Background: an optimization exercise with open tools, aiming at small area, a short achievable clock period and few clock cycles per item. Do not read the settings as production practice. No functional check of the RTL was part of any run shown here. Power is estimated from default activity; no workload was simulated.

==> flow/design.v, too long to show whole: its modules and the start of the top module <==
// module barrier_basket_payoff: 1552 lines
module barrier_basket_payoff (
  input  wire          clk_i,
  input  wire          rst_ni,
  input  wire          cfg_we_i,
  input  wire  [1:0]   cfg_idx_i,
  input  wire  [15:0]  cfg_data_i,
  input  wire          s_axis_tvalid,
  output logic         s_axis_tready,
  input  wire  [127:0] s_axis_tdata,
  input  wire          s_axis_tuser,
  input  wire          s_axis_tlast,
  output logic         m_axis_tvalid,
  input  wire          m_axis_tready,
  output logic [31:0]  m_axis_tdata,
  output logic         m_axis_tuser
);
  // ...
==> flow/flow/run.sh <==
#!/bin/bash
set -euo pipefail
bash standard.sh "BUFFER_PORTS_ARGS=-buffer_cell sky130_fd_sc_hd__buf_2" \
  SETUP_SLACK_MARGIN=5.2 finish > std_flow.log 2>&1
==> flow/standard.sh <==
#!/bin/bash
# synth_recipe.tcl (not shown) runs the flow's synth.tcl, then flattens the netlist and writes it again
# the make line also repeats each setting of config.mk as NAME=value (left out here)
make -C /OpenROAD-flow-scripts/flow DESIGN_CONFIG=/design/flow/config.mk WORK_HOME=/design/flow/orfs CLKGATE_MAP_FILE= SYNTH_SCRIPT=/design/flow/synth_recipe.tcl "${@:-finish}"
==> flow/config.mk <==
export PLATFORM = sky130hd
export DESIGN_NAME = barrier_basket_payoff
export DESIGN_NICKNAME = barrier_basket_payoff
export VERILOG_FILES = /design/flow/design.v
export SDC_FILE = /design/flow/constraint.sdc
export NUM_CORES = 4
export LEC_CHECK = 0
export CAP_MARGIN = 20
export CORE_MARGIN = 2
export CORE_UTILIZATION = 55
export CTS_CLUSTER_DIAMETER = 60
export CTS_CLUSTER_SIZE = 30
export SETUP_SLACK_MARGIN = 5
export SLEW_MARGIN = 20
export TNS_END_PERCENT = 100
==> flow/constraint.sdc <==
create_clock -name core_clock -period 8.5 [get_ports {clk_i}]
set_input_delay 1.7000 -clock core_clock [delete_from_list [all_inputs] [get_ports {clk_i}]]
set_output_delay 1.7000 -clock core_clock [all_outputs]
set_load 0.01 [all_outputs]
==> run notes, run 1 <==
- Outcome: timing/DRC/antenna clean
- Worst Reg-to-Reg Cells: 14
- WL per Instance: 24.4 um
- Dpl ws: about 4.3 ns
- Buffering overhead: around 3.1%
- Grt total ovfl: 0
- Vias per cell: 5.91
- Mean Syn Cell Area: 12.3 um^2
- Worst Path Arrival: approximately 4.1 ns
- Number of cells on the critical path: 14
- Met1 usage: a little under two fifths
- Die width: 354 um
- Seq group: roughly 11 mW
- CP delay by family, top: compound AO/OA/AOI/OAI gates
- Post-CTS setup buffer count: 30
- Total global-route track usage: 27.7%
- Biggest regs: ring_q (1280), pd_q (80), acc_q (64)
- Synth cell count leaders: dfxtp_1, a22oi_1, xnor2_1
- Met2 Use GR: 45.7%
- # rows: approximately 130
- DR top layer: met5
- Cell Pwr Density: between 200 and 250 nW/um^2
- Die area: 125000 um^2
- First-pass GRT wire length: 267000 um
- P_clk: ~6.5 mW
- Final setup vio count: 0
- Area leader, netlist: dfxtp_1
- ANT nets after route: 0
- Drt drc: 0
- ANT cells: 1
- Placed inst area: 69700 um^2
==> run 2, diff against run 1 <==
--- a/flow/design.v
+++ b/flow/design.v
@@ -1508,17 +1508,22 @@
     r2_c_q <= mul_c;
   end
   logic [63:0] p_s, p_c, prod;
   logic        r2b_vl_q, r2b_brk_q;
   logic [47:0] r2b_p_q;
   assign p_s  = r2_a_q ^ r2_b_q ^ r2_c_q;
   assign p_c  = {((r2_a_q[62:0] & r2_b_q[62:0]) | (r2_a_q[62:0] & r2_c_q[62:0]) |
                   (r2_b_q[62:0] & r2_c_q[62:0])), 1'b0};
-  assign prod = p_s + p_c;
+  logic [24:0] prod_lo;
+  logic [23:0] prod_h0, prod_h1;
+  assign prod_lo = {1'b0, p_s[23:0]} + {1'b0, p_c[23:0]};
+  assign prod_h0 = p_s[47:24] + p_c[47:24];
+  assign prod_h1 = p_s[47:24] + p_c[47:24] + 24'd1;
+  assign prod    = {16'd0, prod_lo[24] ? prod_h1 : prod_h0, prod_lo[23:0]};
   always_ff @(posedge clk_i or negedge rst_ni) begin
     if (!rst_ni) begin
       r2b_vl_q  <= 1'b0;
       r2b_brk_q <= 1'b0;
       r2b_p_q   <= 48'd0;
     end else begin
       r2b_vl_q  <= r2_vl_q;
       r2b_brk_q <= r2_brk_q;
==> run 2 against run 1 <==
Still clean. Utilization fell by 0.27 points. Register-to-register slack got worse by 0.16 ns. Sequential power barely moved. Final cell count rose by 2.0%. Synthesized cell count rose by 2.0%. Largest cell class unchanged. Largest power group unchanged.
==> run notes, run 2 <==
- Initial DRC Count: 3802
- Ys Warns: 1
- Setup crit end kind: register
- Drt drc: 0 (unchanged)
- Slew @ Worst Pin: between 1 and 1.5 ns
- # rows: 129 (+0.78%)
- Dpl ws: 4.42 ns (+0.158 ns)
- WL per Instance: 25.2 um (+3.0%)
- Net Count, Synth: 6188
- Chip height: approximately 360 um
- Outcome: timing/DRC/antenna clean
- Worst IR drop on VDD: 0.000256 V
- Most common cell in the netlist: dfxtp_1
- Reg2reg setup slack: 4.93 ns
- Max reg flops: 1280
- CTS Buf Count: 114
- Top reg by flops: ring_q
- Power Total: approximately 18 mW
- FF+latch count, synth: 1859
- Post-synth EDFFs: 170
- CTS tree: done
- Vias after detailed routing: 44300
- Max Freq: 0.280 GHz
- IO Pins: roughly 190
- Total negative slack: 0 ns
- Fin nets: approximately 6300
- Area leader, netlist: dfxtp_1
- Post-layout minimum cycle time: between 3 and 4 ns
- Worst-path maximum fanout: 4
- Mapped cell area: approximately 70000 um^2
- Share of synthesized registers carrying an async set or reset: 10.1%
- CP startpoint kind: register
- Fin. Hold Viols: 0
- Area delta synth->final: 12.8%
- Final setup vio count: 0 (unchanged)
- Drt total wl: 188000 um
- Largest net degree at the start of global routing: 77
- Clk_skew: 0.0746 ns
- Post-DP HPWL: between 100000 and 150000 um
- Synth top area share: between 40% and 50%
- Mean Syn Cell Area: 12.2 um^2 (-0.91%)
- Hold Path Class: reg2reg
- Slew Limit Headroom: 25.6%
- Main synth FF type: dfxtp_1
- Initial Util: between 50% and 60%
- Fraction of layout cells with a size suffix above 1: between 10% and 20%
- Number of global-route vias before repair: 44600
- Fraction of the yosys area taken by sequential cells: roughly three fifths
- Synth Instances: between 5000 and 6000
- Most frequent cells in the layout: dfxtp_1, a22oi_1, xnor2_1, ha_1, inv_1
- Worst Path Arrival: 4.20 ns (+0.15 ns)
- Fillers: slightly below 10000
- CP Class: reg2reg
- Clock latency (worst-skew pair): between 0.7 and 0.8 ns
- Synth area leaders: dfxtp_1, edfxtp_1, a22oi_1, dfrtp_1, fa_1
- Final period utilization: 42.0%
- Maximum root-to-sink buffer count: 3
- Placer Congestion: 0.899
- Synth cell count leaders: dfxtp_1, a22oi_1, xnor2_1
- First-pass GRT wire length: 276000 um (+3.6%)
- Vias per cell: 5.94 (+0.46%)
- Depth of the CTS H-tree: 3
- ANT nets after route: 0 (unchanged)
- Clock slew at reported path FFs: 0.11 ns
- Die area: 127000 um^2 (+1.0%)
- P_leak: 31.7 nW
- RSZ-0062 raised after global routing: yes
- Core Region: 123000 um^2
- Initial antenna violation count: 7
- IO Port Bufs: 185
- Cell Pwr Density: 239 nW/um^2 (-2.3%)
- Commonest non-fill, non-tap cell in the layout: dfxtp_1
- Die width: 356 um (+0.52%)
- Grt total ovfl: 0 (unchanged)
- Synth cell types: ~80
- Total global-route track usage: 28.7% (+1.1 points)
- Max Slew Vio Count: 0
- Max_cap viols: 0
- Biggest regs: ring_q (1280), pd_q (80), acc_q (64)
- Required time worst endpoint: 9.13 ns
- Clock sink total: 1859
- TritonRoute pass-1 iters: 7
- Clock Tree Root: clkbuf_16
- Setup ws final: roughly 5 ns
run 2: final timing paths:
path	from	endpoint	depth (start not counted)
hold / removal	ring_q[589]	ring_q[509]	0
setup / recovery	r2_a_q[24]	r2b_p_q[46]	13
setup reg to reg	r2_a_q[24]	r2b_p_q[46]	13
hold reg to reg	ring_q[589]	ring_q[509]	0
min in group asynchronous	rst_ni	ph_q[2]	1
max in group asynchronous	rst_ni	tready_q	2
run 2: per-layer routing:
| metal | track usage [%] | vias up | part of all wire, % |
|---|---|---|---|
| li1 | - | 20300 | - |
| met1 | 39.4 | 22100 | 44 |
| met2 | 47.1 | 1537 | 47 |
| met3 | 4.10 | 311 | 6.4 |
| met4 | 9.24 | 0 | 3.3 |
| met5 | 0 | - | 0 |
run 2: power by group:
part	internal (mW)	switching (mW)	total, mW
combinational	0.495	0.797	1.29
clock	2.76	3.41	6.17
sequential	10.1	0.750	10.9
run 2: logic make-up after synthesis:
group,after synthesis,synth area share (%)
AO/OA/AOI/OAI,1431,15.5
XOR/XNOR,419,5.39
adder cells (fa/ha/maj),446,10.3
buffers and inverters,555,3.07
flip-flops,1859,58.5
multiplexers,90,1.48
AND/OR/NAND/NOR,789,5.74
run 2: final cells by class:
type                       count  area [um^2]  area share (%)
clock inverter                93         1160            1.51
tap                         1637         2050            2.67
antenna                        1         2.50         0.00326
clock buffer                 122         2950            3.84
multi-input combinational   3176        27100            35.2
sequential                  1859        39900            52.0
inverter                     213          806            1.05
timing repair buffer         359         2860            3.73
run 2: worst max-delay path, stage by stage (launching register included):
cell and delay, ns:
dfxtp_2 0.33, fa_1 0.47, ha_2 0.21, fa_2 0.37
a211oi_4 0.30, o211a_4 0.23, nor4_4 0.06, o21a_1 0.23
o311ai_4 0.25, nand4_1 0.15, nor2_1 0.17, nand2_1 0.13
or4_4 0.44, xor2_1 0.15
run 2: timing repair:
item / 4_1_cts / 5_1_grt
resized for setup: 104 / 107
endpoints found under the setup margin: 154 / 112
hold buffers: 0 / 0
hold endpoints to repair: 0 / 0
pin swaps: 41 / 65
buffers inserted: 67 / 40
cloned: 4 / 6
run 2: stage by stage:
stage | cell area [um^2] | hold WS, ns | utilization (%) | cells
floorplan | 68200 | 0.331 | - | 5589
global placement | 70500 | 0.332 | 57.1 | 7127
detailed placement | 70500 | 0.336 | 57.1 | 7127
CTS | 75900 | 0.338 | 61.5 | 7413
global route | 76800 | 0.339 | 62.3 | 7460
finish | 76800 | 0.338 | 62.3 | 7460
==> run 3, diff against run 2 <==
==> flow/flow/run.sh (replaced) <==
#!/bin/bash
set -euo pipefail
bash standard.sh "BUFFER_PORTS_ARGS=-buffer_cell sky130_fd_sc_hd__buf_2" \
  SETUP_SLACK_MARGIN=5.3 finish > std_flow.log 2>&1
--- a/flow/config.mk
+++ b/flow/config.mk
@@ -8,5 +8,5 @@
 export CAP_MARGIN = 20
 export CORE_MARGIN = 2
-export CORE_UTILIZATION = 55
+export CORE_UTILIZATION = 65
 export CTS_CLUSTER_DIAMETER = 60
 export CTS_CLUSTER_SIZE = 30
==> run 3 against run 2 <==
Cell area increased by 0.40%. Combinational power increased by 5%. Clock skew decreased by 0.017 ns. Register-to-register slack got worse by 0.09 ns. Utilization increased by 12 points. Maximum frequency decreased by 2.4%. Critical endpoint unchanged. Non-clock buffer count increased by 27. Global-route usage increased by 4.5 points. Sequential cell count unchanged. Critical path type unchanged. Largest power group unchanged. Final cell count decreased by 3.2%. Synthesized cell count unchanged.
==> run notes, run 3 <==
- Outcome: timing/DRC/antenna clean
- Biggest regs: ring_q (1280), pd_q (80), acc_q (64)
- Setup crit end kind: register
- Most frequent cells in the layout: dfxtp_1, a22oi_1, xnor2_1, ha_1, inv_1
- Post-route cell area: 77200 um^2 (+0.40%)
- Synth cell count leaders: dfxtp_1, a22oi_1, xnor2_1
- Grt total ovfl: 0 (unchanged)
- Vias after detailed routing: 45100 (+1.8%)
- First-pass GRT wire length: 272000 um (-1.6%)
- Max Freq: 0.273 GHz (-2.4%)
- Initial antenna violation count: 3 (-4)
- Cts hold-fix bufs: 0 (unchanged)
- Worst IR drop on VDD: 0.000321 V (+25%)
- Core Region: 104000 um^2 (-16%)
- Util after Layout: 74.3% (+12 points)
- Chip height: 328 um (-7.9%)
- Mean Syn Cell Area: 12.2 um^2 (unchanged)
- RSZ-0062 raised after global routing: yes
- Final setup vio count: 0 (unchanged)
- Post-layout minimum cycle time: 3.66 ns (+0.0865 ns)
- Slew @ Worst Pin: 0.978 ns (-0.137 ns)
- Fraction of the yosys area taken by sequential cells: 58.5% (unchanged)
- CTS Buf Count: 109 (-4.4%)
- Clock slew at reported path FFs: 0.10 ns (about the same)
- Hold Path Class: reg2reg
- Depth of the CTS H-tree: 3 (unchanged)
- Top reg by flops: ring_q
- FF+latch count, synth: 1859 (unchanged)
- Max_cap viols: 0 (unchanged)
- Most common cell in the netlist: dfxtp_1
- CP Class: reg2reg
- WL per Instance: 25.4 um (+0.77%)
- CTS tree: done
- Die width: 328 um (-7.9%)
- Clock sink total: 1859 (unchanged)
- Share of synthesized registers carrying an async set or reset: 10.1% (unchanged)
- Worst Path Arrival: 4.22 ns (+0.02 ns)
- Required time worst endpoint: 9.07 ns (-0.06 ns)
- Maximum root-to-sink buffer count: 3 (unchanged)
- Cell Pwr Density: 237 nW/um^2 (-0.60%)
- Synth area leaders: dfxtp_1, edfxtp_1, a22oi_1, dfrtp_1, fa_1
- Mapped cell area: 68100 um^2 (unchanged)
- Area leader, netlist: dfxtp_1
- Initial Util: 65.6% (+10 points)
- Initial DRC Count: 4240 (+12%)
- Total negative slack: 0 ns (unchanged)
- Clock latency (worst-skew pair): 0.75 ns (-0.03 ns)
- Post-DP HPWL: 108000 um (-2.4%)
- Slew Limit Headroom: 34.2% (+8.5 points)
- Placed inst area: 70200 um^2 (-0.45%)
- Clock Tree Root: clkbuf_16
- # rows: 118 (-8.5%)
- Main synth FF type: dfxtp_1
- Fin. Hold Viols: 0 (unchanged)
- Ys Warns: 1 (unchanged)
- Post-synth EDFFs: 170 (unchanged)
- Worst-path maximum fanout: 4 (unchanged)
- ANT nets after route: 0 (unchanged)
- P_leak: 32.0 nW (+0.85%)
- Number of global-route vias before repair: 45100 (+1.1%)
- Synth cell types: 81 (unchanged)
- Vias per cell: 6.24 (+5.1%)
- Fin nets: 6344 (+0.35%)
- Max reg flops: 1280 (unchanged)
- Die area: 107000 um^2 (-15%)
- Commonest non-fill, non-tap cell in the layout: dfxtp_1
- CP startpoint kind: register
- IO Port Bufs: 185 (unchanged)
- TritonRoute pass-1 iters: 8 (+1)
- Area delta synth->final: 13.3%
- Total global-route track usage: 33.3% (+4.5 points)
- Clk_skew: 0.0580 ns (-0.0166 ns)
- IO Pins: 188 (unchanged)
- Drt drc: 0 (unchanged)
- Max Slew Vio Count: 0 (unchanged)
- Net Count, Synth: 6188 (unchanged)
- Final period utilization: 43.0% (+1.0 points)
- Fraction of layout cells with a size suffix above 1: 15.7% (+1.0 points)
- Synth top area share: 44.1% (unchanged)
- Placer Congestion: 0.905 (+0.66%)
- Synth Instances: 5589 (unchanged)
- Drt total wl: 183000 um (-2.4%)
- Largest net degree at the start of global routing: 103 (+34%)
==> run 3: per-layer routing <==
metal	vias to the layer above	GRT usage [%]	share of wire [%]	wire [um]
li1	20400	-	-	-
met1	22300	44.6	41	75200
met2	1914	54.9	48	87300
met3	408	4.41	6.9	12700
met4	2	14.1	4.3	7860
met5	-	0	0.0071	13
==> run 3: repair_timing <==
item,CTS,global route
pin swaps,52,94
cloned,5,5
gates resized for setup,150,163
endpoints found under the setup margin,166,126
setup buffers,72,58
==> run 3: critical path, cell delays in order (launching register included) <==
cell      delay, ns
dfxtp_2        0.32
fa_1           0.47
ha_2           0.20
fa_2           0.42
a211oi_4       0.32
o211a_4        0.23
nor4_4         0.06
o21a_1         0.23
o311ai_4       0.24
nand4_1        0.19
nor2_2         0.18
nand2_2        0.08
or4_4          0.42
xor2_1         0.15
==> run 3: final timing paths <==
path                              from          end  slack [ns]  cells after the start
hold reg to reg            ring_q[118]   ring_q[38]        0.33                      0
setup reg to reg            r2_a_q[24]  r2b_p_q[46]        4.84                     13
max in group asynchronous       rst_ni      bneg[4]        6.48                      2
setup / recovery            r2_a_q[24]  r2b_p_q[46]        4.84                     13
min in group asynchronous       rst_ni     em1_q[4]        1.00                      1
hold / removal             ring_q[118]   ring_q[38]        0.33                      0
==> run 3: kinds of logic after synthesis <==
| group | after synthesis | synth area share [%] |
|---|---|---|
| adder cells (fa/ha/maj) | 446 | 10.3 |
| buffers and inverters | 555 | 3.07 |
| flip-flops | 1859 | 58.5 |
| AND/OR/NAND/NOR | 789 | 5.74 |
| XOR/XNOR | 419 | 5.39 |
| AO/OA/AOI/OAI | 1431 | 15.5 |
| multiplexers | 90 | 1.48 |
==> run 3: cell type report <==
cell class	instances	area [um^2]
diodes	1	2.50
clock buffers	119	2830
clock inverters	88	1150
fillers	6951	26600
inverters	213	808
multi-input cells	3176	27500
flip-flops and latches	1859	39900
well taps	1380	1730
repair buffers	386	3210
==> run 3: power by group <==
group | internal, mW | switching, mW
logic | 0.539 | 0.815
clock network | 2.72 | 3.33
registers | 10.1 | 0.774
total | 13.4 | 4.92
==> run 3: metrics by stage <==
step / setup WS, ns / power, mW / std cells / hold slack [ns]
finish: 4.84 / 18.3 / 7222 / 0.335
global route: 4.71 / 18.9 / 7221 / 0.334
detailed placement: 4.42 / 12.2 / 6874 / 0.336
CTS: 4.89 / 18.3 / 7158 / 0.338
floorplan: 5.07 / 11.5 / 5589 / 0.331
global placement: 4.47 / 12.2 / 6874 / 0.332

-- port drivers added, routing unchanged --
Ports are ideal in the flow. The routed layouts listed here were re-timed in OpenROAD. Step 1 (the two cells are an assumption about what drives the block):
set clk [get_ports {clk_i}]
set_driving_cell -lib_cell sky130_fd_sc_hd__clkbuf_16 $clk
set_driving_cell -lib_cell sky130_fd_sc_hd__buf_2 [delete_from_list [all_inputs] $clk]
Step 2 moves the port delays by t, midway between the first and last clock arrival at a register: inputs arrive t later, outputs are due t later. That takes back most of the time a late clock gives input paths. Slacks: ideal / step 1 / step 2; pairs: ideal / step 1.
run	t (ns)	setup slack, ns	worst hold slack (ns)	worst setup path at the end	pins driven straight from the clock port
run 1	0.819	5.083 / 5.083 / 4.760	0.324 / 0.324 / 0.324	input to register	1
run 2	0.826	4.928 / 4.928 / 4.755	0.338 / 0.338 / 0.338	input to register	1
run 3	0.802	4.841 / 4.841 / 4.762	0.335 / 0.335 / 0.335	input to register	1
After both steps every run listed still meets setup and hold. The setup slack of run 1, which loses most, moves by 0.000 ns with the drivers and by -0.323 ns with both steps.
